From an optimization exercise on the open Yosys and OpenROAD flow, aimed at small area, a short achievable clock period and few clock cycles per item; shortcuts taken in it are not production practice.
Function was checked by simulation only, so behaviour that the tests miss may differ from the original.
Power figures rest on the tool's default switching activity, not on a simulated workload.

--- flow/config.mk ---
export PLATFORM = sky130hd
export DESIGN_NAME = link_force_sequencer
export DESIGN_NICKNAME = link_force_sequencer
export VERILOG_FILES = /design/flow/design.v
export SDC_FILE = /design/flow/constraint.sdc
export NUM_CORES = 4
export LEC_CHECK = 0
export CAP_MARGIN = 20
export CORE_MARGIN = 2
export CORE_UTILIZATION = 40
export SETUP_SLACK_MARGIN = 4.4
export SLEW_MARGIN = 20
--- flow/constraint.sdc ---
create_clock -name core_clock -period 8.0 [get_ports {clk}]
set_input_delay 1.6000 -clock core_clock [delete_from_list [all_inputs] [get_ports {clk}]]
set_output_delay 1.6000 -clock core_clock [all_outputs]
set_load 0.01 [all_outputs]
--- flow/design.v ---
package mi_pipeline_pkg;
  localparam int SIZE       = 27;
  localparam int ADDR_WIDTH = 4;
  localparam int LINK_WIDTH = 4;
  localparam int K_WIDTH    = 18;
  localparam int FRAC       = 16;
  localparam int CS_LO      = 8;
endpackage
module link_table #(
  parameter int LINK_WIDTH = 4,
  parameter int ADDR_WIDTH = 4,
  parameter int K_WIDTH    = 18
) (
  input  logic                        clk,
  input  logic                        rst_n,
  input  logic                        we,
  input  logic [LINK_WIDTH-1:0]       waddr,
  input  logic [ADDR_WIDTH-1:0]       wmass_a,
  input  logic [ADDR_WIDTH-1:0]       wmass_b,
  input  logic signed [K_WIDTH-1:0]   wk,
  input  logic [LINK_WIDTH-1:0]       raddr,
  output logic                        rvalid,
  output logic signed [K_WIDTH-1:0]   rk,
  input  logic [LINK_WIDTH-1:0]       paddr,
  output logic [2*ADDR_WIDTH-1:0]     pmass
);
  localparam int DEPTH = 1 << LINK_WIDTH;
  localparam int MW    = 2 * ADDR_WIDTH;
  logic [DEPTH-1:0]              vld;
  logic [DEPTH-1:0][MW-1:0]      m_ent;
  logic [DEPTH-1:0][K_WIDTH-1:0] k_ent;
  logic [DEPTH-1:0]              rsel;
  logic [DEPTH-1:0]              psel;
  always_ff @(posedge clk or negedge rst_n) begin
    if (!rst_n)
      vld <= '0;
    else if (we)
      vld[waddr] <= 1'b1;
  end
  for (genvar e = 0; e < DEPTH; e++) begin : g_ent
    always_ff @(posedge clk) begin
      if (we && waddr == e) begin
        m_ent[e] <= {wmass_a, wmass_b};
        k_ent[e] <= wk;
      end
    end
    assign rsel[e] = (raddr == e);
    assign psel[e] = (paddr == e);
  end
  always_comb begin
    rvalid = 1'b0;
    rk     = '0;
    pmass  = '0;
    for (int e = 0; e < DEPTH; e++) begin
      rvalid = rvalid | (rsel[e] & vld[e]);
      rk     = rk | ({K_WIDTH{rsel[e] & vld[e]}} & k_ent[e]);
      pmass  = pmass | ({MW{psel[e]}} & m_ent[e]);
    end
  end
endmodule
module link_force_sequencer #(
  parameter int SIZE       = mi_pipeline_pkg::SIZE,
  parameter int ADDR_WIDTH = mi_pipeline_pkg::ADDR_WIDTH,
  parameter int LINK_WIDTH = mi_pipeline_pkg::LINK_WIDTH,
  parameter int K_WIDTH    = mi_pipeline_pkg::K_WIDTH,
  parameter int FRAC       = mi_pipeline_pkg::FRAC
) (
  input  logic                      clk,
  input  logic                      rst_n,
  input  logic                      start,
  input  logic [LINK_WIDTH:0]       n_links,
  input  logic                      cfg_we,
  input  logic [LINK_WIDTH-1:0]     cfg_addr,
  input  logic [ADDR_WIDTH-1:0]     cfg_mass_a,
  input  logic [ADDR_WIDTH-1:0]     cfg_mass_b,
  input  logic signed [K_WIDTH-1:0] cfg_k,
  output logic [ADDR_WIDTH-1:0]     r_addr_q1,
  output logic [ADDR_WIDTH-1:0]     r_addr_q2,
  input  logic signed [SIZE-1:0]    q1,
  input  logic signed [SIZE-1:0]    q2,
  output logic                      out_valid,
  input  logic                      out_ready,
  output logic [ADDR_WIDTH-1:0]     out_mass_a,
  output logic [ADDR_WIDTH-1:0]     out_mass_b,
  output logic signed [SIZE-1:0]    out_force,
  output logic                      busy,
  output logic                      done
);
  localparam int PW = SIZE + 1 + K_WIDTH;   
  localparam int HW = PW - FRAC;            
  localparam int ND = K_WIDTH / 2;          
  localparam int LO = mi_pipeline_pkg::CS_LO;
  logic                  active;    
  logic                  zdone;     
  logic                  iss;       
  logic [LINK_WIDTH-1:0] idx;       
  logic [LINK_WIDTH-1:0] idx_d;
  logic [LINK_WIDTH-1:0] ntx;       
  logic [LINK_WIDTH-1:0] last;      
  logic                  olast;     
  logic                  stall;
  logic                  xfer;
  logic                  issue;
  logic                  fin;
  logic                  start_go;
  logic                  we;
  logic                         t_valid;
  logic        [K_WIDTH-1:0]    t_k;
  logic [2*ADDR_WIDTH-1:0]      t_m;
  logic [2*ADDR_WIDTH-1:0]      pm;       
  logic [K_WIDTH:0] kx;
  logic [ND-1:0]    b_one;
  logic [ND-1:0]    b_two;
  logic [ND-1:0]    b_neg;
  logic                         s1_valid;
  logic        [SIZE:0]         s1_diff;
  logic [ND-1:0]                s1_one;
  logic [ND-1:0]                s1_two;
  logic [ND-1:0]                s1_neg;
  logic [2*ADDR_WIDTH-1:0]      s1_m;
  logic [PW-1:LO] cs_s;
  logic [PW-1:LO] cs_c;
  logic           cs_cl;
  logic                         s2_valid;
  logic [PW-1:LO]               s2_s;
  logic [PW-1:LO]               s2_c;
  logic                         s2_cl;
  logic [2*ADDR_WIDTH-1:0]      s2_m;
  logic [PW-1:LO]         prod;
  logic [HW-1:0]          hi;
  logic [SIZE-1:0]        force_d;
  assign stall    = out_valid & ~out_ready;
  assign xfer     = out_valid & out_ready;
  assign fin      = out_ready & olast;
  assign done     = fin | zdone;
  assign busy     = active & ~fin;
  assign start_go = start & ~active & (n_links != '0);
  assign issue    = start_go | iss;
  assign we       = cfg_we & ~active;
  always_comb begin
    if (fin)
      idx_d = '0;
    else if (stall)
      idx_d = ntx + 1'b1;
    else if (issue)
      idx_d = idx + 1'b1;
    else
      idx_d = idx;
  end
  link_table #(
    .LINK_WIDTH (LINK_WIDTH),
    .ADDR_WIDTH (ADDR_WIDTH),
    .K_WIDTH    (K_WIDTH)
  ) u_table (
    .clk     (clk),
    .rst_n   (rst_n),
    .we      (we),
    .waddr   (cfg_addr),
    .wmass_a (cfg_mass_a),
    .wmass_b (cfg_mass_b),
    .wk      (cfg_k),
    .raddr   (idx),
    .rvalid  (t_valid),
    .rk      (t_k),
    .paddr   (idx_d),
    .pmass   (t_m)
  );
  always_ff @(posedge clk) begin
    if (we && cfg_addr == idx_d)
      pm <= {cfg_mass_a, cfg_mass_b};
    else
      pm <= t_m;
  end
  assign {r_addr_q1, r_addr_q2} = pm;
  always_ff @(posedge clk or negedge rst_n) begin
    if (!rst_n) begin
      active   <= 1'b0;
      zdone    <= 1'b0;
      iss      <= 1'b0;
      idx      <= '0;
      ntx      <= '0;
      last     <= '0;
      olast    <= 1'b0;
      s1_valid <= 1'b0;
      s2_valid <= 1'b0;
    end else begin
      zdone <= start & ~active & (n_links == '0);
      idx   <= idx_d;
      if (start_go) begin
        active <= 1'b1;
        last   <= LINK_WIDTH'(n_links - 1'b1);
      end else if (fin) begin
        active <= 1'b0;
      end
      if (!stall)
        olast <= s2_valid & ~fin & ((out_valid ? ntx + 1'b1 : ntx) == last);
      if (fin) begin
        ntx <= '0;
        iss <= 1'b0;
      end else if (stall) begin
        iss      <= (ntx != last);
        s1_valid <= 1'b0;
        s2_valid <= 1'b0;
      end else begin
        if (xfer)
          ntx <= ntx + 1'b1;
        s1_valid <= issue;
        s2_valid <= s1_valid;
        if (issue)
          iss <= start_go ? (n_links > 5'd1) : (idx != last);
      end
    end
  end
  assign kx = {t_k, 1'b0};
  always_comb begin
    for (int j = 0; j < ND; j++) begin
      b_one[j] = kx[2*j+1] ^ kx[2*j];
      b_two[j] = (kx[2*j+2] & ~kx[2*j+1] & ~kx[2*j]) | (~kx[2*j+2] & kx[2*j+1] & kx[2*j]);
      b_neg[j] = kx[2*j+2];
    end
  end
  always_ff @(posedge clk) begin
    s1_diff <= {q2[SIZE-1], q2} - {q1[SIZE-1], q1};
    s1_one  <= b_one;
    s1_two  <= b_two;
    s1_neg  <= b_neg;
    s1_m    <= t_valid ? pm : '0;
  end
  lfs_booth_csa u_mul (
    .diff  (s1_diff),
    .b_one (s1_one),
    .b_two (s1_two),
    .b_neg (s1_neg),
    .s_hi  (cs_s),
    .c_hi  (cs_c),
    .c_lo  (cs_cl)
  );
  always_ff @(posedge clk) begin
    s2_s  <= cs_s;
    s2_c  <= cs_c;
    s2_cl <= cs_cl;
    s2_m  <= s1_m;
  end
  assign prod = s2_s + s2_c + (PW-LO)'(s2_cl);
  assign hi   = prod[PW-1:FRAC];
  always_comb begin
    if (hi[HW-1:SIZE-1] != '0 && hi[HW-1:SIZE-1] != '1)
      force_d = hi[HW-1] ? {1'b1, {(SIZE-1){1'b0}}} : {1'b0, {(SIZE-1){1'b1}}};
    else
      force_d = hi[SIZE-1:0];
  end
  always_ff @(posedge clk or negedge rst_n) begin
    if (!rst_n)
      out_valid <= 1'b0;
    else if (!stall)
      out_valid <= s2_valid & ~fin;
  end
  always_ff @(posedge clk) begin
    if (!stall) begin
      {out_mass_a, out_mass_b} <= s2_m;
      out_force                <= force_d;
    end
  end
endmodule
module lfs_booth_csa (
  input  logic [27:0] diff,
  input  logic [8:0] b_one,
  input  logic [8:0] b_two,
  input  logic [8:0] b_neg,
  output logic [37:0] s_hi,
  output logic [37:0] c_hi,
  output logic        c_lo
);
  logic [28:0] dx;
  logic [8:0] one, two, neg;
  logic [45:0] rs, rc;
  logic [8:0] lo;
  logic [28:0] pp0;
  logic [28:0] pp1;
  logic [28:0] pp2;
  logic [28:0] pp3;
  logic [28:0] pp4;
  logic [28:0] pp5;
  logic [28:0] pp6;
  logic [28:0] pp7;
  logic [28:0] pp8;
  assign dx = {diff[27], diff};
  assign one = b_one;
  assign two = b_two;
  assign neg = b_neg;
  assign pp0 = ({29{one[0]}} & dx | {29{two[0]}} & {dx[27:0], 1'b0}) ^ {29{neg[0]}};
  assign pp1 = ({29{one[1]}} & dx | {29{two[1]}} & {dx[27:0], 1'b0}) ^ {29{neg[1]}};
  assign pp2 = ({29{one[2]}} & dx | {29{two[2]}} & {dx[27:0], 1'b0}) ^ {29{neg[2]}};
  assign pp3 = ({29{one[3]}} & dx | {29{two[3]}} & {dx[27:0], 1'b0}) ^ {29{neg[3]}};
  assign pp4 = ({29{one[4]}} & dx | {29{two[4]}} & {dx[27:0], 1'b0}) ^ {29{neg[4]}};
  assign pp5 = ({29{one[5]}} & dx | {29{two[5]}} & {dx[27:0], 1'b0}) ^ {29{neg[5]}};
  assign pp6 = ({29{one[6]}} & dx | {29{two[6]}} & {dx[27:0], 1'b0}) ^ {29{neg[6]}};
  assign pp7 = ({29{one[7]}} & dx | {29{two[7]}} & {dx[27:0], 1'b0}) ^ {29{neg[7]}};
  assign pp8 = ({29{one[8]}} & dx | {29{two[8]}} & {dx[27:0], 1'b0}) ^ {29{neg[8]}};
  logic s1, c2;
  logic s3, c4;
  logic s5, c6;
  logic s7, c8;
  logic s9, c10;
  logic s11, c12;
  logic s13, c14;
  logic s15, c16;
  logic s17, c18;
  logic s19, c20;
  logic s21, c22;
  logic s23, c24;
  logic s25, c26;
  logic s27, c28;
  logic s29, c30;
  logic s31, c32;
  logic s33, c34;
  logic s35, c36;
  logic s37, c38;
  logic s39, c40;
  logic s41, c42;
  logic s43, c44;
  logic s45, c46;
  logic s47, c48;
  logic s49, c50;
  logic s51, c52;
  logic s53, c54;
  logic s55, c56;
  logic s57, c58;
  logic s59, c60;
  logic s61, c62;
  logic s63, c64;
  logic s65, c66;
  logic s67, c68;
  logic s69, c70;
  logic s71, c72;
  logic s73, c74;
  logic s75, c76;
  logic s77, c78;
  logic s79, c80;
  logic s81, c82;
  logic s83, c84;
  logic s85, c86;
  logic s87, c88;
  logic s89, c90;
  logic s91, c92;
  logic s93, c94;
  logic s95, c96;
  logic s97, c98;
  logic s99, c100;
  logic s101, c102;
  logic s103, c104;
  logic s105, c106;
  logic s107, c108;
  logic s109, c110;
  logic s111, c112;
  logic s113, c114;
  logic s115, c116;
  logic s117, c118;
  logic s119, c120;
  logic s121, c122;
  logic s123, c124;
  logic s125, c126;
  logic s127, c128;
  logic s129, c130;
  logic s131, c132;
  logic s133, c134;
  logic s135, c136;
  logic s137, c138;
  logic s139, c140;
  logic s141, c142;
  logic s143, c144;
  logic s145, c146;
  logic s147, c148;
  logic s149, c150;
  logic s151, c152;
  logic s153, c154;
  logic s155, c156;
  logic s157, c158;
  logic s159, c160;
  logic s161, c162;
  logic s163, c164;
  logic s165, c166;
  logic s167, c168;
  logic s169, c170;
  logic s171, c172;
  logic s173, c174;
  logic s175, c176;
  logic s177, c178;
  logic s179, c180;
  logic s181, c182;
  logic s183, c184;
  logic s185, c186;
  logic s187, c188;
  logic s189, c190;
  logic s191, c192;
  logic s193, c194;
  logic s195, c196;
  logic s197, c198;
  logic s199, c200;
  logic s201, c202;
  logic s203, c204;
  logic s205, c206;
  logic s207, c208;
  logic s209, c210;
  logic s211, c212;
  logic s213, c214;
  logic s215, c216;
  logic s217, c218;
  logic s219, c220;
  logic s221, c222;
  logic s223, c224;
  logic s225, c226;
  logic s227, c228;
  logic s229, c230;
  logic s231, c232;
  logic s233, c234;
  logic s235, c236;
  logic s237, c238;
  logic s239, c240;
  logic s241, c242;
  logic s243, c244;
  logic s245, c246;
  logic s247, c248;
  logic s249, c250;
  logic s251, c252;
  logic s253, c254;
  logic s255, c256;
  logic s257, c258;
  logic s259, c260;
  logic s261, c262;
  logic s263, c264;
  logic s265, c266;
  logic s267, c268;
  logic s269, c270;
  logic s271, c272;
  logic s273, c274;
  logic s275, c276;
  logic s277, c278;
  logic s279, c280;
  logic s281, c282;
  logic s283, c284;
  logic s285, c286;
  logic s287, c288;
  logic s289, c290;
  logic s291, c292;
  logic s293, c294;
  logic s295, c296;
  logic s297, c298;
  logic s299, c300;
  logic s301, c302;
  logic s303, c304;
  logic s305, c306;
  logic s307, c308;
  logic s309, c310;
  logic s311, c312;
  logic s313, c314;
  logic s315, c316;
  logic s317, c318;
  logic s319, c320;
  logic s321, c322;
  logic s323, c324;
  logic s325, c326;
  logic s327, c328;
  logic s329, c330;
  logic s331, c332;
  logic s333, c334;
  logic s335, c336;
  logic s337, c338;
  logic s339, c340;
  logic s341, c342;
  logic s343, c344;
  logic s345, c346;
  logic s347, c348;
  logic s349, c350;
  logic s351, c352;
  logic s353, c354;
  logic s355, c356;
  logic s357, c358;
  logic s359, c360;
  logic s361, c362;
  logic s363, c364;
  logic s365, c366;
  logic s367, c368;
  logic s369, c370;
  logic s371, c372;
  logic s373, c374;
  logic s375, c376;
  logic s377, c378;
  logic s379, c380;
  logic s381, c382;
  logic s383, c384;
  logic s385, c386;
  logic s387, c388;
  logic s389, c390;
  logic s391, c392;
  logic s393, c394;
  logic s395, c396;
  logic s397, c398;
  logic s399, c400;
  logic s401, c402;
  logic s403, c404;
  logic s405, c406;
  logic s407, c408;
  logic s409, c410;
  logic s411, c412;
  logic s413, c414;
  logic s415, c416;
  logic s417, c418;
  logic s419, c420;
  logic s421, c422;
  logic s423, c424;
  logic s425, c426;
  logic s427, c428;
  logic s429, c430;
  logic s431, c432;
  logic s433, c434;
  logic s435, c436;
  logic s437, c438;
  logic s439, c440;
  logic s441, c442;
  logic s443, c444;
  logic s445, c446;
  logic s447, c448;
  assign s1 = neg[1] ^ pp0[2] ^ pp1[0];
  assign c2 = (neg[1] & pp0[2]) | (neg[1] & pp1[0]) | (pp0[2] & pp1[0]);
  assign s3 = pp0[3] ^ pp1[1];
  assign c4 = pp0[3] & pp1[1];
  assign s5 = neg[2] ^ pp0[4] ^ pp1[2];
  assign c6 = (neg[2] & pp0[4]) | (neg[2] & pp1[2]) | (pp0[4] & pp1[2]);
  assign s7 = pp2[0] ^ c4;
  assign c8 = pp2[0] & c4;
  assign s9 = pp0[5] ^ pp1[3] ^ pp2[1];
  assign c10 = (pp0[5] & pp1[3]) | (pp0[5] & pp2[1]) | (pp1[3] & pp2[1]);
  assign s11 = c6 ^ c8;
  assign c12 = c6 & c8;
  assign s13 = neg[3] ^ pp0[6] ^ pp1[4];
  assign c14 = (neg[3] & pp0[6]) | (neg[3] & pp1[4]) | (pp0[6] & pp1[4]);
  assign s15 = pp2[2] ^ pp3[0] ^ c10;
  assign c16 = (pp2[2] & pp3[0]) | (pp2[2] & c10) | (pp3[0] & c10);
  assign s17 = s13 ^ c12;
  assign c18 = s13 & c12;
  assign s19 = pp0[7] ^ pp1[5] ^ pp2[3];
  assign c20 = (pp0[7] & pp1[5]) | (pp0[7] & pp2[3]) | (pp1[5] & pp2[3]);
  assign s21 = pp3[1] ^ c14 ^ s19;
  assign c22 = (pp3[1] & c14) | (pp3[1] & s19) | (c14 & s19);
  assign s23 = c16 ^ c18;
  assign c24 = c16 & c18;
  assign s25 = neg[4] ^ pp0[8] ^ pp1[6];
  assign c26 = (neg[4] & pp0[8]) | (neg[4] & pp1[6]) | (pp0[8] & pp1[6]);
  assign s27 = pp2[4] ^ pp3[2] ^ pp4[0];
  assign c28 = (pp2[4] & pp3[2]) | (pp2[4] & pp4[0]) | (pp3[2] & pp4[0]);
  assign s29 = c20 ^ s25 ^ s27;
  assign c30 = (c20 & s25) | (c20 & s27) | (s25 & s27);
  assign s31 = c22 ^ c24 ^ s29;
  assign c32 = (c22 & c24) | (c22 & s29) | (c24 & s29);
  assign s33 = pp0[9] ^ pp1[7] ^ pp2[5];
  assign c34 = (pp0[9] & pp1[7]) | (pp0[9] & pp2[5]) | (pp1[7] & pp2[5]);
  assign s35 = pp3[3] ^ pp4[1] ^ c26;
  assign c36 = (pp3[3] & pp4[1]) | (pp3[3] & c26) | (pp4[1] & c26);
  assign s37 = c28 ^ s33 ^ c30;
  assign c38 = (c28 & s33) | (c28 & c30) | (s33 & c30);
  assign s39 = s35 ^ c32 ^ s37;
  assign c40 = (s35 & c32) | (s35 & s37) | (c32 & s37);
  assign s41 = neg[5] ^ pp0[10] ^ pp1[8];
  assign c42 = (neg[5] & pp0[10]) | (neg[5] & pp1[8]) | (pp0[10] & pp1[8]);
  assign s43 = pp2[6] ^ pp3[4] ^ pp4[2];
  assign c44 = (pp2[6] & pp3[4]) | (pp2[6] & pp4[2]) | (pp3[4] & pp4[2]);
  assign s45 = pp5[0] ^ c34 ^ s41;
  assign c46 = (pp5[0] & c34) | (pp5[0] & s41) | (c34 & s41);
  assign s47 = s43 ^ c36 ^ s45;
  assign c48 = (s43 & c36) | (s43 & s45) | (c36 & s45);
  assign s49 = c38 ^ s47;
  assign c50 = c38 & s47;
  assign s51 = pp0[11] ^ pp1[9] ^ pp2[7];
  assign c52 = (pp0[11] & pp1[9]) | (pp0[11] & pp2[7]) | (pp1[9] & pp2[7]);
  assign s53 = pp3[5] ^ pp4[3] ^ pp5[1];
  assign c54 = (pp3[5] & pp4[3]) | (pp3[5] & pp5[1]) | (pp4[3] & pp5[1]);
  assign s55 = c42 ^ c44 ^ s51;
  assign c56 = (c42 & c44) | (c42 & s51) | (c44 & s51);
  assign s57 = s53 ^ c46 ^ s55;
  assign c58 = (s53 & c46) | (s53 & s55) | (c46 & s55);
  assign s59 = c48 ^ s57;
  assign c60 = c48 & s57;
  assign s61 = neg[6] ^ pp0[12] ^ pp1[10];
  assign c62 = (neg[6] & pp0[12]) | (neg[6] & pp1[10]) | (pp0[12] & pp1[10]);
  assign s63 = pp2[8] ^ pp3[6] ^ pp4[4];
  assign c64 = (pp2[8] & pp3[6]) | (pp2[8] & pp4[4]) | (pp3[6] & pp4[4]);
  assign s65 = pp5[2] ^ pp6[0] ^ c52;
  assign c66 = (pp5[2] & pp6[0]) | (pp5[2] & c52) | (pp6[0] & c52);
  assign s67 = c54 ^ s61 ^ s63;
  assign c68 = (c54 & s61) | (c54 & s63) | (s61 & s63);
  assign s69 = c56 ^ s65 ^ s67;
  assign c70 = (c56 & s65) | (c56 & s67) | (s65 & s67);
  assign s71 = c58 ^ s69;
  assign c72 = c58 & s69;
  assign s73 = pp0[13] ^ pp1[11] ^ pp2[9];
  assign c74 = (pp0[13] & pp1[11]) | (pp0[13] & pp2[9]) | (pp1[11] & pp2[9]);
  assign s75 = pp3[7] ^ pp4[5] ^ pp5[3];
  assign c76 = (pp3[7] & pp4[5]) | (pp3[7] & pp5[3]) | (pp4[5] & pp5[3]);
  assign s77 = pp6[1] ^ c62 ^ c64;
  assign c78 = (pp6[1] & c62) | (pp6[1] & c64) | (c62 & c64);
  assign s79 = s73 ^ s75 ^ c66;
  assign c80 = (s73 & s75) | (s73 & c66) | (s75 & c66);
  assign s81 = c68 ^ s77 ^ s79;
  assign c82 = (c68 & s77) | (c68 & s79) | (s77 & s79);
  assign s83 = c70 ^ c72;
  assign c84 = c70 & c72;
  assign s85 = neg[7] ^ pp0[14] ^ pp1[12];
  assign c86 = (neg[7] & pp0[14]) | (neg[7] & pp1[12]) | (pp0[14] & pp1[12]);
  assign s87 = pp2[10] ^ pp3[8] ^ pp4[6];
  assign c88 = (pp2[10] & pp3[8]) | (pp2[10] & pp4[6]) | (pp3[8] & pp4[6]);
  assign s89 = pp5[4] ^ pp6[2] ^ pp7[0];
  assign c90 = (pp5[4] & pp6[2]) | (pp5[4] & pp7[0]) | (pp6[2] & pp7[0]);
  assign s91 = c74 ^ c76 ^ s85;
  assign c92 = (c74 & c76) | (c74 & s85) | (c76 & s85);
  assign s93 = s87 ^ s89 ^ c78;
  assign c94 = (s87 & s89) | (s87 & c78) | (s89 & c78);
  assign s95 = s91 ^ c80 ^ s93;
  assign c96 = (s91 & c80) | (s91 & s93) | (c80 & s93);
  assign s97 = c82 ^ s95;
  assign c98 = c82 & s95;
  assign s99 = pp0[15] ^ pp1[13] ^ pp2[11];
  assign c100 = (pp0[15] & pp1[13]) | (pp0[15] & pp2[11]) | (pp1[13] & pp2[11]);
  assign s101 = pp3[9] ^ pp4[7] ^ pp5[5];
  assign c102 = (pp3[9] & pp4[7]) | (pp3[9] & pp5[5]) | (pp4[7] & pp5[5]);
  assign s103 = pp6[3] ^ pp7[1] ^ c86;
  assign c104 = (pp6[3] & pp7[1]) | (pp6[3] & c86) | (pp7[1] & c86);
  assign s105 = c88 ^ c90 ^ s99;
  assign c106 = (c88 & c90) | (c88 & s99) | (c90 & s99);
  assign s107 = s101 ^ c92 ^ s103;
  assign c108 = (s101 & c92) | (s101 & s103) | (c92 & s103);
  assign s109 = s105 ^ c94 ^ s107;
  assign c110 = (s105 & c94) | (s105 & s107) | (c94 & s107);
  assign s111 = c96 ^ s109;
  assign c112 = c96 & s109;
  assign s113 = neg[8] ^ pp0[16] ^ pp1[14];
  assign c114 = (neg[8] & pp0[16]) | (neg[8] & pp1[14]) | (pp0[16] & pp1[14]);
  assign s115 = pp2[12] ^ pp3[10] ^ pp4[8];
  assign c116 = (pp2[12] & pp3[10]) | (pp2[12] & pp4[8]) | (pp3[10] & pp4[8]);
  assign s117 = pp5[6] ^ pp6[4] ^ pp7[2];
  assign c118 = (pp5[6] & pp6[4]) | (pp5[6] & pp7[2]) | (pp6[4] & pp7[2]);
  assign s119 = pp8[0] ^ c100 ^ c102;
  assign c120 = (pp8[0] & c100) | (pp8[0] & c102) | (c100 & c102);
  assign s121 = s113 ^ s115 ^ s117;
  assign c122 = (s113 & s115) | (s113 & s117) | (s115 & s117);
  assign s123 = c104 ^ c106 ^ s119;
  assign c124 = (c104 & c106) | (c104 & s119) | (c106 & s119);
  assign s125 = s121 ^ c108 ^ s123;
  assign c126 = (s121 & c108) | (s121 & s123) | (c108 & s123);
  assign s127 = c110 ^ s125;
  assign c128 = c110 & s125;
  assign s129 = pp0[17] ^ pp1[15] ^ pp2[13];
  assign c130 = (pp0[17] & pp1[15]) | (pp0[17] & pp2[13]) | (pp1[15] & pp2[13]);
  assign s131 = pp3[11] ^ pp4[9] ^ pp5[7];
  assign c132 = (pp3[11] & pp4[9]) | (pp3[11] & pp5[7]) | (pp4[9] & pp5[7]);
  assign s133 = pp6[5] ^ pp7[3] ^ pp8[1];
  assign c134 = (pp6[5] & pp7[3]) | (pp6[5] & pp8[1]) | (pp7[3] & pp8[1]);
  assign s135 = c114 ^ c116 ^ c118;
  assign c136 = (c114 & c116) | (c114 & c118) | (c116 & c118);
  assign s137 = s129 ^ s131 ^ s133;
  assign c138 = (s129 & s131) | (s129 & s133) | (s131 & s133);
  assign s139 = c120 ^ c122 ^ s135;
  assign c140 = (c120 & c122) | (c120 & s135) | (c122 & s135);
  assign s141 = s137 ^ c124 ^ s139;
  assign c142 = (s137 & c124) | (s137 & s139) | (c124 & s139);
  assign s143 = c126 ^ s141;
  assign c144 = c126 & s141;
  assign s145 = pp0[18] ^ pp1[16] ^ pp2[14];
  assign c146 = (pp0[18] & pp1[16]) | (pp0[18] & pp2[14]) | (pp1[16] & pp2[14]);
  assign s147 = pp3[12] ^ pp4[10] ^ pp5[8];
  assign c148 = (pp3[12] & pp4[10]) | (pp3[12] & pp5[8]) | (pp4[10] & pp5[8]);
  assign s149 = pp6[6] ^ pp7[4] ^ pp8[2];
  assign c150 = (pp6[6] & pp7[4]) | (pp6[6] & pp8[2]) | (pp7[4] & pp8[2]);
  assign s151 = c130 ^ c132 ^ c134;
  assign c152 = (c130 & c132) | (c130 & c134) | (c132 & c134);
  assign s153 = s145 ^ s147 ^ s149;
  assign c154 = (s145 & s147) | (s145 & s149) | (s147 & s149);
  assign s155 = c136 ^ c138 ^ s151;
  assign c156 = (c136 & c138) | (c136 & s151) | (c138 & s151);
  assign s157 = s153 ^ c140 ^ s155;
  assign c158 = (s153 & c140) | (s153 & s155) | (c140 & s155);
  assign s159 = c142 ^ s157;
  assign c160 = c142 & s157;
  assign s161 = pp0[19] ^ pp1[17] ^ pp2[15];
  assign c162 = (pp0[19] & pp1[17]) | (pp0[19] & pp2[15]) | (pp1[17] & pp2[15]);
  assign s163 = pp3[13] ^ pp4[11] ^ pp5[9];
  assign c164 = (pp3[13] & pp4[11]) | (pp3[13] & pp5[9]) | (pp4[11] & pp5[9]);
  assign s165 = pp6[7] ^ pp7[5] ^ pp8[3];
  assign c166 = (pp6[7] & pp7[5]) | (pp6[7] & pp8[3]) | (pp7[5] & pp8[3]);
  assign s167 = c146 ^ c148 ^ c150;
  assign c168 = (c146 & c148) | (c146 & c150) | (c148 & c150);
  assign s169 = s161 ^ s163 ^ s165;
  assign c170 = (s161 & s163) | (s161 & s165) | (s163 & s165);
  assign s171 = c152 ^ c154 ^ s167;
  assign c172 = (c152 & c154) | (c152 & s167) | (c154 & s167);
  assign s173 = s169 ^ c156 ^ s171;
  assign c174 = (s169 & c156) | (s169 & s171) | (c156 & s171);
  assign s175 = c158 ^ s173;
  assign c176 = c158 & s173;
  assign s177 = pp0[20] ^ pp1[18] ^ pp2[16];
  assign c178 = (pp0[20] & pp1[18]) | (pp0[20] & pp2[16]) | (pp1[18] & pp2[16]);
  assign s179 = pp3[14] ^ pp4[12] ^ pp5[10];
  assign c180 = (pp3[14] & pp4[12]) | (pp3[14] & pp5[10]) | (pp4[12] & pp5[10]);
  assign s181 = pp6[8] ^ pp7[6] ^ pp8[4];
  assign c182 = (pp6[8] & pp7[6]) | (pp6[8] & pp8[4]) | (pp7[6] & pp8[4]);
  assign s183 = c162 ^ c164 ^ c166;
  assign c184 = (c162 & c164) | (c162 & c166) | (c164 & c166);
  assign s185 = s177 ^ s179 ^ s181;
  assign c186 = (s177 & s179) | (s177 & s181) | (s179 & s181);
  assign s187 = c168 ^ c170 ^ s183;
  assign c188 = (c168 & c170) | (c168 & s183) | (c170 & s183);
  assign s189 = s185 ^ c172 ^ s187;
  assign c190 = (s185 & c172) | (s185 & s187) | (c172 & s187);
  assign s191 = c174 ^ s189;
  assign c192 = c174 & s189;
  assign s193 = pp0[21] ^ pp1[19] ^ pp2[17];
  assign c194 = (pp0[21] & pp1[19]) | (pp0[21] & pp2[17]) | (pp1[19] & pp2[17]);
  assign s195 = pp3[15] ^ pp4[13] ^ pp5[11];
  assign c196 = (pp3[15] & pp4[13]) | (pp3[15] & pp5[11]) | (pp4[13] & pp5[11]);
  assign s197 = pp6[9] ^ pp7[7] ^ pp8[5];
  assign c198 = (pp6[9] & pp7[7]) | (pp6[9] & pp8[5]) | (pp7[7] & pp8[5]);
  assign s199 = c178 ^ c180 ^ c182;
  assign c200 = (c178 & c180) | (c178 & c182) | (c180 & c182);
  assign s201 = s193 ^ s195 ^ s197;
  assign c202 = (s193 & s195) | (s193 & s197) | (s195 & s197);
  assign s203 = c184 ^ c186 ^ s199;
  assign c204 = (c184 & c186) | (c184 & s199) | (c186 & s199);
  assign s205 = s201 ^ c188 ^ s203;
  assign c206 = (s201 & c188) | (s201 & s203) | (c188 & s203);
  assign s207 = c190 ^ s205;
  assign c208 = c190 & s205;
  assign s209 = pp0[22] ^ pp1[20] ^ pp2[18];
  assign c210 = (pp0[22] & pp1[20]) | (pp0[22] & pp2[18]) | (pp1[20] & pp2[18]);
  assign s211 = pp3[16] ^ pp4[14] ^ pp5[12];
  assign c212 = (pp3[16] & pp4[14]) | (pp3[16] & pp5[12]) | (pp4[14] & pp5[12]);
  assign s213 = pp6[10] ^ pp7[8] ^ pp8[6];
  assign c214 = (pp6[10] & pp7[8]) | (pp6[10] & pp8[6]) | (pp7[8] & pp8[6]);
  assign s215 = c194 ^ c196 ^ c198;
  assign c216 = (c194 & c196) | (c194 & c198) | (c196 & c198);
  assign s217 = s209 ^ s211 ^ s213;
  assign c218 = (s209 & s211) | (s209 & s213) | (s211 & s213);
  assign s219 = c200 ^ c202 ^ s215;
  assign c220 = (c200 & c202) | (c200 & s215) | (c202 & s215);
  assign s221 = s217 ^ c204 ^ s219;
  assign c222 = (s217 & c204) | (s217 & s219) | (c204 & s219);
  assign s223 = c206 ^ s221;
  assign c224 = c206 & s221;
  assign s225 = pp0[23] ^ pp1[21] ^ pp2[19];
  assign c226 = (pp0[23] & pp1[21]) | (pp0[23] & pp2[19]) | (pp1[21] & pp2[19]);
  assign s227 = pp3[17] ^ pp4[15] ^ pp5[13];
  assign c228 = (pp3[17] & pp4[15]) | (pp3[17] & pp5[13]) | (pp4[15] & pp5[13]);
  assign s229 = pp6[11] ^ pp7[9] ^ pp8[7];
  assign c230 = (pp6[11] & pp7[9]) | (pp6[11] & pp8[7]) | (pp7[9] & pp8[7]);
  assign s231 = c210 ^ c212 ^ c214;
  assign c232 = (c210 & c212) | (c210 & c214) | (c212 & c214);
  assign s233 = s225 ^ s227 ^ s229;
  assign c234 = (s225 & s227) | (s225 & s229) | (s227 & s229);
  assign s235 = c216 ^ c218 ^ s231;
  assign c236 = (c216 & c218) | (c216 & s231) | (c218 & s231);
  assign s237 = s233 ^ c220 ^ s235;
  assign c238 = (s233 & c220) | (s233 & s235) | (c220 & s235);
  assign s239 = c222 ^ s237;
  assign c240 = c222 & s237;
  assign s241 = pp0[24] ^ pp1[22] ^ pp2[20];
  assign c242 = (pp0[24] & pp1[22]) | (pp0[24] & pp2[20]) | (pp1[22] & pp2[20]);
  assign s243 = pp3[18] ^ pp4[16] ^ pp5[14];
  assign c244 = (pp3[18] & pp4[16]) | (pp3[18] & pp5[14]) | (pp4[16] & pp5[14]);
  assign s245 = pp6[12] ^ pp7[10] ^ pp8[8];
  assign c246 = (pp6[12] & pp7[10]) | (pp6[12] & pp8[8]) | (pp7[10] & pp8[8]);
  assign s247 = c226 ^ c228 ^ c230;
  assign c248 = (c226 & c228) | (c226 & c230) | (c228 & c230);
  assign s249 = s241 ^ s243 ^ s245;
  assign c250 = (s241 & s243) | (s241 & s245) | (s243 & s245);
  assign s251 = c232 ^ c234 ^ s247;
  assign c252 = (c232 & c234) | (c232 & s247) | (c234 & s247);
  assign s253 = s249 ^ c236 ^ s251;
  assign c254 = (s249 & c236) | (s249 & s251) | (c236 & s251);
  assign s255 = c238 ^ s253;
  assign c256 = c238 & s253;
  assign s257 = pp0[25] ^ pp1[23] ^ pp2[21];
  assign c258 = (pp0[25] & pp1[23]) | (pp0[25] & pp2[21]) | (pp1[23] & pp2[21]);
  assign s259 = pp3[19] ^ pp4[17] ^ pp5[15];
  assign c260 = (pp3[19] & pp4[17]) | (pp3[19] & pp5[15]) | (pp4[17] & pp5[15]);
  assign s261 = pp6[13] ^ pp7[11] ^ pp8[9];
  assign c262 = (pp6[13] & pp7[11]) | (pp6[13] & pp8[9]) | (pp7[11] & pp8[9]);
  assign s263 = c242 ^ c244 ^ c246;
  assign c264 = (c242 & c244) | (c242 & c246) | (c244 & c246);
  assign s265 = s257 ^ s259 ^ s261;
  assign c266 = (s257 & s259) | (s257 & s261) | (s259 & s261);
  assign s267 = c248 ^ c250 ^ s263;
  assign c268 = (c248 & c250) | (c248 & s263) | (c250 & s263);
  assign s269 = s265 ^ c252 ^ s267;
  assign c270 = (s265 & c252) | (s265 & s267) | (c252 & s267);
  assign s271 = c254 ^ s269;
  assign c272 = c254 & s269;
  assign s273 = pp0[26] ^ pp1[24] ^ pp2[22];
  assign c274 = (pp0[26] & pp1[24]) | (pp0[26] & pp2[22]) | (pp1[24] & pp2[22]);
  assign s275 = pp3[20] ^ pp4[18] ^ pp5[16];
  assign c276 = (pp3[20] & pp4[18]) | (pp3[20] & pp5[16]) | (pp4[18] & pp5[16]);
  assign s277 = pp6[14] ^ pp7[12] ^ pp8[10];
  assign c278 = (pp6[14] & pp7[12]) | (pp6[14] & pp8[10]) | (pp7[12] & pp8[10]);
  assign s279 = c258 ^ c260 ^ c262;
  assign c280 = (c258 & c260) | (c258 & c262) | (c260 & c262);
  assign s281 = s273 ^ s275 ^ s277;
  assign c282 = (s273 & s275) | (s273 & s277) | (s275 & s277);
  assign s283 = c264 ^ c266 ^ s279;
  assign c284 = (c264 & c266) | (c264 & s279) | (c266 & s279);
  assign s285 = s281 ^ c268 ^ s283;
  assign c286 = (s281 & c268) | (s281 & s283) | (c268 & s283);
  assign s287 = c270 ^ s285;
  assign c288 = c270 & s285;
  assign s289 = pp0[27] ^ pp1[25] ^ pp2[23];
  assign c290 = (pp0[27] & pp1[25]) | (pp0[27] & pp2[23]) | (pp1[25] & pp2[23]);
  assign s291 = pp3[21] ^ pp4[19] ^ pp5[17];
  assign c292 = (pp3[21] & pp4[19]) | (pp3[21] & pp5[17]) | (pp4[19] & pp5[17]);
  assign s293 = pp6[15] ^ pp7[13] ^ pp8[11];
  assign c294 = (pp6[15] & pp7[13]) | (pp6[15] & pp8[11]) | (pp7[13] & pp8[11]);
  assign s295 = c274 ^ c276 ^ c278;
  assign c296 = (c274 & c276) | (c274 & c278) | (c276 & c278);
  assign s297 = s289 ^ s291 ^ s293;
  assign c298 = (s289 & s291) | (s289 & s293) | (s291 & s293);
  assign s299 = c280 ^ c282 ^ s295;
  assign c300 = (c280 & c282) | (c280 & s295) | (c282 & s295);
  assign s301 = s297 ^ c284 ^ s299;
  assign c302 = (s297 & c284) | (s297 & s299) | (c284 & s299);
  assign s303 = c286 ^ s301;
  assign c304 = c286 & s301;
  assign s305 = 1'b1 ^ ~pp0[28] ^ pp1[26];
  assign c306 = (1'b1 & ~pp0[28]) | (1'b1 & pp1[26]) | (~pp0[28] & pp1[26]);
  assign s307 = pp2[24] ^ pp3[22] ^ pp4[20];
  assign c308 = (pp2[24] & pp3[22]) | (pp2[24] & pp4[20]) | (pp3[22] & pp4[20]);
  assign s309 = pp5[18] ^ pp6[16] ^ pp7[14];
  assign c310 = (pp5[18] & pp6[16]) | (pp5[18] & pp7[14]) | (pp6[16] & pp7[14]);
  assign s311 = pp8[12] ^ c290 ^ c292;
  assign c312 = (pp8[12] & c290) | (pp8[12] & c292) | (c290 & c292);
  assign s313 = c294 ^ s305 ^ s307;
  assign c314 = (c294 & s305) | (c294 & s307) | (s305 & s307);
  assign s315 = s309 ^ c296 ^ c298;
  assign c316 = (s309 & c296) | (s309 & c298) | (c296 & c298);
  assign s317 = s311 ^ s313 ^ c300;
  assign c318 = (s311 & s313) | (s311 & c300) | (s313 & c300);
  assign s319 = s315 ^ c302 ^ s317;
  assign c320 = (s315 & c302) | (s315 & s317) | (c302 & s317);
  assign s321 = 1'b1 ^ pp1[27] ^ pp2[25];
  assign c322 = (1'b1 & pp1[27]) | (1'b1 & pp2[25]) | (pp1[27] & pp2[25]);
  assign s323 = pp3[23] ^ pp4[21] ^ pp5[19];
  assign c324 = (pp3[23] & pp4[21]) | (pp3[23] & pp5[19]) | (pp4[21] & pp5[19]);
  assign s325 = pp6[17] ^ pp7[15] ^ pp8[13];
  assign c326 = (pp6[17] & pp7[15]) | (pp6[17] & pp8[13]) | (pp7[15] & pp8[13]);
  assign s327 = c306 ^ c308 ^ c310;
  assign c328 = (c306 & c308) | (c306 & c310) | (c308 & c310);
  assign s329 = s321 ^ s323 ^ s325;
  assign c330 = (s321 & s323) | (s321 & s325) | (s323 & s325);
  assign s331 = c312 ^ c314 ^ s327;
  assign c332 = (c312 & c314) | (c312 & s327) | (c314 & s327);
  assign s333 = s329 ^ c316 ^ s331;
  assign c334 = (s329 & c316) | (s329 & s331) | (c316 & s331);
  assign s335 = c318 ^ s333;
  assign c336 = c318 & s333;
  assign s337 = ~pp1[28] ^ pp2[26] ^ pp3[24];
  assign c338 = (~pp1[28] & pp2[26]) | (~pp1[28] & pp3[24]) | (pp2[26] & pp3[24]);
  assign s339 = pp4[22] ^ pp5[20] ^ pp6[18];
  assign c340 = (pp4[22] & pp5[20]) | (pp4[22] & pp6[18]) | (pp5[20] & pp6[18]);
  assign s341 = pp7[16] ^ pp8[14] ^ c322;
  assign c342 = (pp7[16] & pp8[14]) | (pp7[16] & c322) | (pp8[14] & c322);
  assign s343 = c324 ^ c326 ^ s337;
  assign c344 = (c324 & c326) | (c324 & s337) | (c326 & s337);
  assign s345 = s339 ^ c328 ^ c330;
  assign c346 = (s339 & c328) | (s339 & c330) | (c328 & c330);
  assign s347 = s341 ^ s343 ^ c332;
  assign c348 = (s341 & s343) | (s341 & c332) | (s343 & c332);
  assign s349 = s345 ^ c334 ^ s347;
  assign c350 = (s345 & c334) | (s345 & s347) | (c334 & s347);
  assign s351 = 1'b1 ^ pp2[27] ^ pp3[25];
  assign c352 = (1'b1 & pp2[27]) | (1'b1 & pp3[25]) | (pp2[27] & pp3[25]);
  assign s353 = pp4[23] ^ pp5[21] ^ pp6[19];
  assign c354 = (pp4[23] & pp5[21]) | (pp4[23] & pp6[19]) | (pp5[21] & pp6[19]);
  assign s355 = pp7[17] ^ pp8[15] ^ c338;
  assign c356 = (pp7[17] & pp8[15]) | (pp7[17] & c338) | (pp8[15] & c338);
  assign s357 = c340 ^ s351 ^ s353;
  assign c358 = (c340 & s351) | (c340 & s353) | (s351 & s353);
  assign s359 = c342 ^ c344 ^ s355;
  assign c360 = (c342 & c344) | (c342 & s355) | (c344 & s355);
  assign s361 = s357 ^ c346 ^ s359;
  assign c362 = (s357 & c346) | (s357 & s359) | (c346 & s359);
  assign s363 = c348 ^ s361;
  assign c364 = c348 & s361;
  assign s365 = ~pp2[28] ^ pp3[26] ^ pp4[24];
  assign c366 = (~pp2[28] & pp3[26]) | (~pp2[28] & pp4[24]) | (pp3[26] & pp4[24]);
  assign s367 = pp5[22] ^ pp6[20] ^ pp7[18];
  assign c368 = (pp5[22] & pp6[20]) | (pp5[22] & pp7[18]) | (pp6[20] & pp7[18]);
  assign s369 = pp8[16] ^ c352 ^ c354;
  assign c370 = (pp8[16] & c352) | (pp8[16] & c354) | (c352 & c354);
  assign s371 = s365 ^ s367 ^ c356;
  assign c372 = (s365 & s367) | (s365 & c356) | (s367 & c356);
  assign s373 = c358 ^ s369 ^ c360;
  assign c374 = (c358 & s369) | (c358 & c360) | (s369 & c360);
  assign s375 = s371 ^ c362 ^ s373;
  assign c376 = (s371 & c362) | (s371 & s373) | (c362 & s373);
  assign s377 = 1'b1 ^ pp3[27] ^ pp4[25];
  assign c378 = (1'b1 & pp3[27]) | (1'b1 & pp4[25]) | (pp3[27] & pp4[25]);
  assign s379 = pp5[23] ^ pp6[21] ^ pp7[19];
  assign c380 = (pp5[23] & pp6[21]) | (pp5[23] & pp7[19]) | (pp6[21] & pp7[19]);
  assign s381 = pp8[17] ^ c366 ^ c368;
  assign c382 = (pp8[17] & c366) | (pp8[17] & c368) | (c366 & c368);
  assign s383 = s377 ^ s379 ^ c370;
  assign c384 = (s377 & s379) | (s377 & c370) | (s379 & c370);
  assign s385 = s381 ^ c372 ^ s383;
  assign c386 = (s381 & c372) | (s381 & s383) | (c372 & s383);
  assign s387 = c374 ^ s385;
  assign c388 = c374 & s385;
  assign s389 = ~pp3[28] ^ pp4[26] ^ pp5[24];
  assign c390 = (~pp3[28] & pp4[26]) | (~pp3[28] & pp5[24]) | (pp4[26] & pp5[24]);
  assign s391 = pp6[22] ^ pp7[20] ^ pp8[18];
  assign c392 = (pp6[22] & pp7[20]) | (pp6[22] & pp8[18]) | (pp7[20] & pp8[18]);
  assign s393 = c378 ^ c380 ^ s389;
  assign c394 = (c378 & c380) | (c378 & s389) | (c380 & s389);
  assign s395 = s391 ^ c382 ^ s393;
  assign c396 = (s391 & c382) | (s391 & s393) | (c382 & s393);
  assign s397 = c384 ^ s395 ^ c386;
  assign c398 = (c384 & s395) | (c384 & c386) | (s395 & c386);
  assign s399 = 1'b1 ^ pp4[27] ^ pp5[25];
  assign c400 = (1'b1 & pp4[27]) | (1'b1 & pp5[25]) | (pp4[27] & pp5[25]);
  assign s401 = pp6[23] ^ pp7[21] ^ pp8[19];
  assign c402 = (pp6[23] & pp7[21]) | (pp6[23] & pp8[19]) | (pp7[21] & pp8[19]);
  assign s403 = c390 ^ c392 ^ s399;
  assign c404 = (c390 & c392) | (c390 & s399) | (c392 & s399);
  assign s405 = s401 ^ c394 ^ s403;
  assign c406 = (s401 & c394) | (s401 & s403) | (c394 & s403);
  assign s407 = c396 ^ s405;
  assign c408 = c396 & s405;
  assign s409 = ~pp4[28] ^ pp5[26] ^ pp6[24];
  assign c410 = (~pp4[28] & pp5[26]) | (~pp4[28] & pp6[24]) | (pp5[26] & pp6[24]);
  assign s411 = pp7[22] ^ pp8[20] ^ c400;
  assign c412 = (pp7[22] & pp8[20]) | (pp7[22] & c400) | (pp8[20] & c400);
  assign s413 = c402 ^ s409 ^ c404;
  assign c414 = (c402 & s409) | (c402 & c404) | (s409 & c404);
  assign s415 = s411 ^ c406 ^ s413;
  assign c416 = (s411 & c406) | (s411 & s413) | (c406 & s413);
  assign s417 = 1'b1 ^ pp5[27] ^ pp6[25];
  assign c418 = (1'b1 & pp5[27]) | (1'b1 & pp6[25]) | (pp5[27] & pp6[25]);
  assign s419 = pp7[23] ^ pp8[21] ^ c410;
  assign c420 = (pp7[23] & pp8[21]) | (pp7[23] & c410) | (pp8[21] & c410);
  assign s421 = s417 ^ c412 ^ s419;
  assign c422 = (s417 & c412) | (s417 & s419) | (c412 & s419);
  assign s423 = c414 ^ s421;
  assign c424 = c414 & s421;
  assign s425 = ~pp5[28] ^ pp6[26] ^ pp7[24];
  assign c426 = (~pp5[28] & pp6[26]) | (~pp5[28] & pp7[24]) | (pp6[26] & pp7[24]);
  assign s427 = pp8[22] ^ c418 ^ s425;
  assign c428 = (pp8[22] & c418) | (pp8[22] & s425) | (c418 & s425);
  assign s429 = c420 ^ s427 ^ c422;
  assign c430 = (c420 & s427) | (c420 & c422) | (s427 & c422);
  assign s431 = 1'b1 ^ pp6[27] ^ pp7[25];
  assign c432 = (1'b1 & pp6[27]) | (1'b1 & pp7[25]) | (pp6[27] & pp7[25]);
  assign s433 = pp8[23] ^ c426 ^ s431;
  assign c434 = (pp8[23] & c426) | (pp8[23] & s431) | (c426 & s431);
  assign s435 = c428 ^ s433;
  assign c436 = c428 & s433;
  assign s437 = ~pp6[28] ^ pp7[26] ^ pp8[24];
  assign c438 = (~pp6[28] & pp7[26]) | (~pp6[28] & pp8[24]) | (pp7[26] & pp8[24]);
  assign s439 = c432 ^ s437 ^ c434;
  assign c440 = (c432 & s437) | (c432 & c434) | (s437 & c434);
  assign s441 = 1'b1 ^ pp7[27] ^ pp8[25];
  assign c442 = (1'b1 & pp7[27]) | (1'b1 & pp8[25]) | (pp7[27] & pp8[25]);
  assign s443 = c438 ^ s441;
  assign c444 = c438 & s441;
  assign s445 = ~pp7[28] ^ pp8[26] ^ c442;
  assign c446 = (~pp7[28] & pp8[26]) | (~pp7[28] & c442) | (pp8[26] & c442);
  assign s447 = 1'b1 ^ pp8[27];
  assign c448 = 1'b1 & pp8[27];
  assign rs[0] = pp0[0];
  assign rc[0] = neg[0];
  assign rs[1] = pp0[1];
  assign rc[1] = 1'b0;
  assign rs[2] = s1;
  assign rc[2] = 1'b0;
  assign rs[3] = c2;
  assign rc[3] = s3;
  assign rs[4] = s5;
  assign rc[4] = s7;
  assign rs[5] = s9;
  assign rc[5] = s11;
  assign rs[6] = s15;
  assign rc[6] = s17;
  assign rs[7] = s21;
  assign rc[7] = s23;
  assign rs[8] = s31;
  assign rc[8] = 1'b0;
  assign rs[9] = s39;
  assign rc[9] = 1'b0;
  assign rs[10] = c40;
  assign rc[10] = s49;
  assign rs[11] = c50;
  assign rc[11] = s59;
  assign rs[12] = c60;
  assign rc[12] = s71;
  assign rs[13] = s81;
  assign rc[13] = s83;
  assign rs[14] = c84;
  assign rc[14] = s97;
  assign rs[15] = c98;
  assign rc[15] = s111;
  assign rs[16] = c112;
  assign rc[16] = s127;
  assign rs[17] = c128;
  assign rc[17] = s143;
  assign rs[18] = c144;
  assign rc[18] = s159;
  assign rs[19] = c160;
  assign rc[19] = s175;
  assign rs[20] = c176;
  assign rc[20] = s191;
  assign rs[21] = c192;
  assign rc[21] = s207;
  assign rs[22] = c208;
  assign rc[22] = s223;
  assign rs[23] = c224;
  assign rc[23] = s239;
  assign rs[24] = c240;
  assign rc[24] = s255;
  assign rs[25] = c256;
  assign rc[25] = s271;
  assign rs[26] = c272;
  assign rc[26] = s287;
  assign rs[27] = c288;
  assign rc[27] = s303;
  assign rs[28] = c304;
  assign rc[28] = s319;
  assign rs[29] = c320;
  assign rc[29] = s335;
  assign rs[30] = c336;
  assign rc[30] = s349;
  assign rs[31] = c350;
  assign rc[31] = s363;
  assign rs[32] = c364;
  assign rc[32] = s375;
  assign rs[33] = c376;
  assign rc[33] = s387;
  assign rs[34] = c388;
  assign rc[34] = s397;
  assign rs[35] = c398;
  assign rc[35] = s407;
  assign rs[36] = c408;
  assign rc[36] = s415;
  assign rs[37] = c416;
  assign rc[37] = s423;
  assign rs[38] = c424;
  assign rc[38] = s429;
  assign rs[39] = c430;
  assign rc[39] = s435;
  assign rs[40] = c436;
  assign rc[40] = s439;
  assign rs[41] = c440;
  assign rc[41] = s443;
  assign rs[42] = c444;
  assign rc[42] = s445;
  assign rs[43] = c446;
  assign rc[43] = s447;
  assign rs[44] = ~pp8[28];
  assign rc[44] = c448;
  assign rs[45] = 1'b1;
  assign rc[45] = 1'b0;
  assign lo = {1'b0, rs[7:0]} + {1'b0, rc[7:0]};
  assign c_lo = lo[8];
  assign s_hi = rs[45:8];
  assign c_hi = rc[45:8];
endmodule
--- flow/flow/run.sh ---
#!/bin/bash
# The standard layout (standard.sh), with the port buffers that
# buffer_ports inserts made sky130_fd_sc_hd__buf_2 cells.
set -euo pipefail
bash standard.sh "BUFFER_PORTS_ARGS=-buffer_cell sky130_fd_sc_hd__buf_2" finish > standard_make.log 2>&1
--- flow/standard.sh ---
#!/bin/bash
# synth_recipe.tcl (not shown) runs the flow's synth.tcl, then flattens the netlist and writes it again
# the make line also repeats each setting of config.mk as NAME=value (left out here)
make -C /OpenROAD-flow-scripts/flow DESIGN_CONFIG=/design/flow/config.mk WORK_HOME=/design/flow/orfs CLKGATE_MAP_FILE= SYNTH_SCRIPT=/design/flow/synth_recipe.tcl "${@:-finish}"
==> key figures, run 1 <==
Synth
  – Post-synthesis cell type count: 79
  – Async SR Flop Fraction: 5.49%
  – Avg Cell Area, Syn: 12.4 µm²
  – Sequential-to-total area share from yosys stat: 51.0%
  – Cell Area, Synth: 34,300 µm²
  – Synth Register Bits: 638
  – Synth Instances: 2,761
  – Synth warnings: 2
  – EDFF count, synth: 451
  – Prevailing post-synth register cell: edfxtp_1
  – Syn nets: 3,158

Clock network
  – Deepest level of the CTS H-tree: 3
  – CTS Buf Count: 71
  – Clock sinks: 638
  – CTS root buffer: clkbuf_16
  – Hold Buf Count CTS: 0
  – Worst-Skew Late Latency: 0.63 ns
  – CTS tree: yes
  – CTS Buffer Depth: 3
  – Worst-path clk slew: 0.07 ns

Setup path
  – CP max FO: 7
  – CP Capture Type: flip-flop
  – Worst Path Required: 8.50 ns
  – CP Launch Type: input pin
  – Critical path class: input pin to flip-flop
  – WP data arrival: 4.31 ns
  – Worst reg2reg path depth: 8

Min path
  – Hold Path Stages: 0
  – Min-delay worst type: flip-flop to flip-flop

Route
  – Final wirelength: 102,000 µm
  – DRT iter0 DRCs: 2,654
  – Antenna Nets Post-Route: 0
  – Remaining DRCs: 0
  – 1st-pass router iterations: 6
  – Via count: 23,900
  – Vias per inst: 5.82
  – DR WL/cell: 24.7 µm

Floorplanning
  – Die Ht: 297 µm
  – Die W: 297 µm
  – Core Box Area: 85,000 µm²
  – Core Rows: 107
  – Overall die area: 88,000 µm²
  – Initial Utilization: 40.3%
  – Ports: 140

Layout
  – Filler cell count: 7,438
  – Final nets: 3,304
  – P&R area growth vs syn: 17.3%
  – Share of cells above drive strength 1: 17.9%

Power and ir drop
  – Power density over cell area: 453 nW/µm²
  – Max VDD drop: 250 µV
  – Total power: 18.2 mW
  – P_leak: 15.0 nW

STA
  – Relative slew slack: 43.3%
  – Setup violators final: 0
  – Tmin final: 3.81 ns
  – RSZ-0062 raised after global routing: yes
  – Clock skew: 0.0314 ns
  – WHS: 0.328 ns
  – Crit share post-route: 47.6%
  – Fmax: 0.263 GHz
  – Fin Setup TNS: 0 ns
  – Slew @ Worst Pin: 0.851 ns
  – Final hold violations: 0
  – Fin. max-slew vios: 0

Placement
  – Post-DP HPWL: 62,600 µm
  – Gpl congestion: 0.889
  – Number of I/O port buffers: 139

Global routing
  – Initial antenna violation count: 7
  – Vias in the first global route: 24,100
  – Largest net degree at the start of global routing: 36
  – GRT Overall Usage: 22.6%
  – First-pass GRT wire length: 150,000 µm
  – Total grt overflow: 0

Status
  – Status: complete, no violations

Run
  – Maxcap violations: 0
[flip-flops by register name, indices dropped and copies added, names as in the netlist, 4 cells and up]
signal and flops:
s1_m 8, s1_one 9, out_mass_a 4, u_table.m_ent 128
s1_diff 28, idx 4, u_table.vld 16, u_table.k_ent 288
ntx 4, s1_neg 9, s1_two 9, s2_s 37
out_mass_b 4, s2_c 35, out_force 27, last 4
pm 8, s2_m 8
[critical path, stage by stage]
cell and delay (ns):
buf_12 0.12, inv_16 0.05, ha_4 0.12, or4b_4 0.52, a211oi_4 0.27, a211oi_4 0.09
buf_6 0.14, o21ai_4 0.17, buf_4 0.18, nor3_4 0.05, buf_12 0.15, a22oi_2 0.17
nand4_1 0.23, a311oi_2 0.34, a21oi_1 0.12
[where the power goes]
part	internal, mW	leakage (nW)	switching (mW)
Combinational	4.34	8.05	5.87
Clock	1.85	1.13	1.35
Sequential	4.33	5.80	0.481
[metal layers]
layer	up-vias	GRT usage (%)	part of all wire, %
met3	261	4.17	8.2
met2	1189	38.2	48
li1	10400	-	-
met4	10	6.54	3.2
met5	-	0	0.066
met1	12100	29.8	40
[stage by stage]
step	cell area (µm²)	worst slack (ns)	cells	utilization, %
floorplan	34400	3.97	2761	-
global route	40200	4.15	4107	47.3
global placement	36300	2.48	3909	42.6
finish	40200	4.19	4108	47.3
CTS	39300	4.27	4067	46.2
detailed placement	36300	2.42	3909	42.6
[kinds of logic after synthesis]
family	Yosys count	share of synthesized area [%]
AOI/OAI and AO/OA	697	14.9
DFF	638	51.0
buffers and inverters	399	4.54
and+or+nand+nor	378	5.62
xor gates and xnor gates	333	8.51
adders and majority gates	303	15.1
muxes	13	0.391
[synthesized netlist by cell type, types with 10 or more instances]
cell type	count	area (µm²)
a22oi_1	342	2570
o21ai_0	75	375
xnor2_1	117	1020
a21o_1	32	240
nand3_1	55	275
nor2b_1	24	150
fa_1	185	3700
inv_1	199	747
nor2_1	102	383
edfxtp_1	451	13500
mux2i_1	10	100
a22o_1	43	377
o31ai_1	12	90.1
buf_1	41	154
dfxtp_1	152	3040
and3_1	26	163
dfrtp_1	35	876
a221oi_1	43	377
a21oi_1	65	325
nand4_1	16	100
clkbuf_1	142	533
xor2_1	216	1890
nor3_1	22	110
ha_1	118	1480
nand2_1	75	282
a32oi_1	11	96.3
[path summary, 6_finish.rpt]
check	startpoint	to	slack [ns]
max	n_links[1]	pm[5]$_DFF_P_	4.19
min	s1_m[4]$_SDFF_PN0_	s2_m[4]$_DFF_P_	0.33
max reg2reg	s1_diff[6]$_DFF_P_	s2_c[16]$_DFF_P_	4.49
min reg2reg	s1_m[4]$_SDFF_PN0_	s2_m[4]$_DFF_P_	0.33
max in group asynchronous	rst_n	u_table.vld[8]$_DFFE_PN0P_	6.36
min in group asynchronous	rst_n	active$_DFFE_PN0P_	1.07
[cells in the final DEF (no fill, tap or decap), types with 72 or more instances in the layout]
cell         n
dfxtp_1    119
xnor2_1    116
xor2_1     216
buf_2      135
edfxtp_1   451
o21ai_0     72
ha_1       117
nand2_1     73
clkbuf_16   77
nor2_1      87
buf_4       80
fa_1       181
a22oi_1    325
inv_1      197
[what timing repair did]
action	CTS	global route
buffers inserted	26	34
pin swaps	15	35
setup endpoints to repair	104	198
gates cloned	4	5
resized for setup	126	102
[area by class of cell]
class | instances | area (µm²) | area share (%)
Sequential cell | 638 | 17600 | 43.7
Multi-Input combinational cell | 1726 | 15900 | 39.5
Timing Repair Buffer | 265 | 2150 | 5.36
Clock buffer | 87 | 1910 | 4.76
Tap cell | 1144 | 1430 | 3.56
Inverter | 203 | 813 | 2.02
Clock inverter | 41 | 388 | 0.965
Timing Repair inverter | 2 | 17.5 | 0.0436
Antenna cell | 2 | 5.00 | 0.0125
Testbench counts, summed over its fixed seeds: cycles 6,298, items 5,157.
==> run 2, diff against run 1 <==
--- a/flow/config.mk
+++ b/flow/config.mk
@@ -8,5 +8,6 @@
 export CAP_MARGIN = 20
 export CORE_MARGIN = 2
-export CORE_UTILIZATION = 40
-export SETUP_SLACK_MARGIN = 4.4
+export CORE_UTILIZATION = 60
+export CTS_BUF_LIST = sky130_fd_sc_hd__clkbuf_8
+export SETUP_SLACK_MARGIN = 4.5
 export SLEW_MARGIN = 20
==> key figures, run 2 <==
Setup path
  – Cell family with most CP delay: simple AND/OR/NAND/NOR gates
  – Critical path cell sequence: buf_12, inv_16, ha_4, or4b_4, nand2_1, o22ai_1, or3_4, clkinv_8, nor2_4, buf_4, a32oi_1, nand4_1, a311oi_2, a21oi_1
  – Crit-path slowest cell: or4b_4
  – Critical path class: input pin to flip-flop
  – Slowest stage delay, CP: 0.52 ns
  – WP buf/inv: 4
  – Worst Path Required: 8.58 ns
  – CP max FO: 7
  – CP Capture Type: flip-flop
  – WP data arrival: 4.21 ns
  – CP Launch Type: input pin

Min path
  – Min-delay worst type: flip-flop to flip-flop

Global routing
  – GR peak layer: met2
  – Met3 Use GR: 5.53%
  – GRT Overall Usage: 32.3%
  – Initial antenna violation count: 4
  – Vias in the first global route: 24,500
  – First-pass GRT wire length: 144,000 µm
  – Met2 usage: 54.8%
  – Largest net degree at the start of global routing: 36
  – GRT met1 Usage: 40.4%
  – Total grt overflow: 0

Synth
  – Post-synthesis cell type count: 79
  – Count leader, synth: edfxtp_1
  – Synth warnings: 2
  – Post-synth top area share: 39.5%
  – Sequential-to-total area share from yosys stat: 51.0%
  – Async SR Flop Fraction: 5.49%
  – EDFF count, synth: 451
  – Synth Instances: 2,761
  – Cell Area, Synth: 34,300 µm²
  – Synth Register Bits: 638
  – Syn nets: 3,158
  – Largest cells by area after synthesis: edfxtp_1, fa_1, dfxtp_1
  – Prevailing post-synth register cell: edfxtp_1
  – Leading area contributor after synthesis: edfxtp_1
  – Commonest cells post-synth: edfxtp_1, a22oi_1, xor2_1, inv_1, fa_1
  – Avg Cell Area, Syn: 12.4 µm²

Power and ir drop
  – Power density over cell area: 464 nW/µm²
  – Total power: 18.6 mW
  – Max VDD drop: 395 µV
  – P_leak: 15.2 nW

STA
  – Tmin final: 3.63 ns
  – Relative slew slack: 28.7%
  – Setup violators final: 0
  – Final hold violations: 0
  – Fmax: 0.275 GHz
  – Fin Setup TNS: 0 ns
  – Slew @ Worst Pin: 1.07 ns
  – Fin. max-slew vios: 0
  – RSZ-0062 raised after global routing: yes
  – Crit share post-route: 45.4%
  – Clock skew: 0.0391 ns

Route
  – Remaining DRCs: 0
  – DRT iter0 DRCs: 2,357
  – Via count: 24,200
  – Final wirelength: 98,400 µm
  – Vias per inst: 6.40
  – DR WL/cell: 26.0 µm
  – Antenna Nets Post-Route: 0
  – 1st-pass router iterations: 6

Clock network
  – Worst-Skew Late Latency: 0.73 ns
  – Worst-path clk slew: 0.06 ns
  – CTS root buffer: clkbuf_8
  – Deepest level of the CTS H-tree: 3
  – CTS Buf Count: 101
  – CTS tree: yes
  – Clock sinks: 638
  – CTS Buffer Depth: 3
  – Hold Buf Count CTS: 0

Layout
  – Share of cells above drive strength 1: 20.9%
  – P&R area growth vs syn: 16.7%
  – Top reg by flops: u_table.k_ent
  – Fin cells: 3,786
  – Regs by FF count: u_table.k_ent: 288 flops, u_table.m_ent: 128 flops, s2_s: 37 flops
  – Filler cell count: 3,976
  – Most frequent cells in the layout: edfxtp_1, a22oi_1, inv_1, xor2_1, fa_1
  – Max FFs per register: 288
  – Most common cell after layout, fill and taps aside: edfxtp_1
  – Fin area: 40,000 µm²
  – Finished Core Util: 70.9%
  – Final nets: 3,350

Floorplanning
  – Ports: 140
  – Die Ht: 243 µm
  – Core Rows: 87
  – Initial Utilization: 60.8%
  – Overall die area: 59,000 µm²
  – Core Box Area: 56,400 µm²
  – Die W: 243 µm

Run
  – Maxcap violations: 0

Placement
  – Cell Area, Placed: 35,800 µm²
  – Number of I/O port buffers: 139
  – Gpl congestion: 0.886
  – Post-DP HPWL: 57,100 µm
  – Placed Cells: 3,516

Status
  – Status: complete, no violations
-- run 2: area by class of cell --
cell class                      count  area (µm²)  area share, %
Clock buffer                      103        1420           3.54
Tap cell                          756         946           2.37
Timing Repair Buffer              283        2460           6.15
Sequential cell                   638       17600           44.0
Timing Repair inverter              1        8.76         0.0219
Antenna cell                        1        2.50        0.00626
Multi-Input combinational cell   1725       16100           40.2
Clock inverter                     76         643           1.61
Inverter                          203         811           2.03
-- run 2: cells by family (layout without fill, tap and decap cells) --
group,count (synthesis),after routing,share of synthesized area [%]
fa+ha+maj,303,303,15.1
mux,13,13,0.391
other cells,0,1,0
buf+inv,399,666,4.54
simple gates,378,378,5.62
compound gates,697,698,14.9
flops,638,638,51.0
xor+xnor,333,333,8.51
-- run 2: metal layers --
layer / vias to the layer above / wire length [µm]
li1: 10500 / -
met1: 12100 / 36300
met2: 1311 / 48700
met3: 398 / 8130
met4: 6 / 5320
met5: - / 35
-- run 2: path summary, 6_finish.rpt --
kind                            depth (start not counted)                start                          to  slack (ns)
worst max-delay path                                   14           n_links[1]               pm[1]$_DFF_P_        4.37
worst min-delay path                                    0   s1_m[3]$_SDFF_PN0_             s2_m[3]$_DFF_P_        0.33
worst max register to register                          9  s1_diff[14]$_DFF_P_            s2_c[10]$_DFF_P_        4.50
worst min register to register                          0   s1_m[3]$_SDFF_PN0_             s2_m[3]$_DFF_P_        0.33
max in group asynchronous                               1                rst_n  u_table.vld[4]$_DFFE_PN0P_        6.46
min in group asynchronous                               1                rst_n         last[0]$_DFFE_PN0P_        0.99
-- run 2: repair_timing --
item / CTS / global route
setup endpoints to repair: 86 / 61
pin swaps: 23 / 78
buffers inserted: 34 / 40
resized for setup: 177 / 121
cloned: 6 / 9
-- run 2: worst register-to-register path, delay by kind of cell (launching register included) --
family,cells,cell delay [ns]
xor+xnor,1,0.26
flops,1,0.40
fa+ha+maj,5,2.21
compound gates,1,0.23
buf+inv,2,0.26
-- run 2: metrics by stage --
step	hold WS [ns]	setup WS, ns
finish	0.328	4.37
global route	0.337	4.34
floorplan	0.310	3.98
CTS	0.333	4.38
detailed placement	0.318	2.44
global placement	0.311	2.53
-- run 2: where the power goes --
part           switching (mW)  internal, mW  total, mW
clock network            1.32          1.52       2.84
logic                    6.22          4.68       10.9
registers               0.487          4.34       4.83

what the ideal ports hide:
How much do the figures lean on ideal ports? The routed layouts below were timed once more, with nothing changed but the port constraints.
Step 1: set_driving_cell puts a clkbuf_16 on clk and a buf_2 on each other input, an assumption about the parent block.
Step 2, shift: input delay + t, output delay - t, t = (earliest + latest rising clock arrival at the registers) / 2. This alone moves slack from input paths to output paths.
Three values: no drivers, after step 1, after step 2; two values: the first two.
run | t (ns) | setup WS [ns] | latest minus earliest clock arrival (ns) | worst register clock-pin slew, ns | worst data-port slew with drivers (ns)
run 1 | 0.677 | 4.192 / 4.202 / 3.524 | 0.035 / 0.035 | 0.07 / 0.07 | 0.12
run 2 | 0.772 | 4.366 / 4.309 / 3.610 | 0.039 / 0.039 | 0.07 / 0.07 | 0.10
After both steps every run listed still meets setup and hold. For run 2, which loses most, drivers alone change the setup slack by -0.057 ns; drivers and shift together by -0.756 ns.
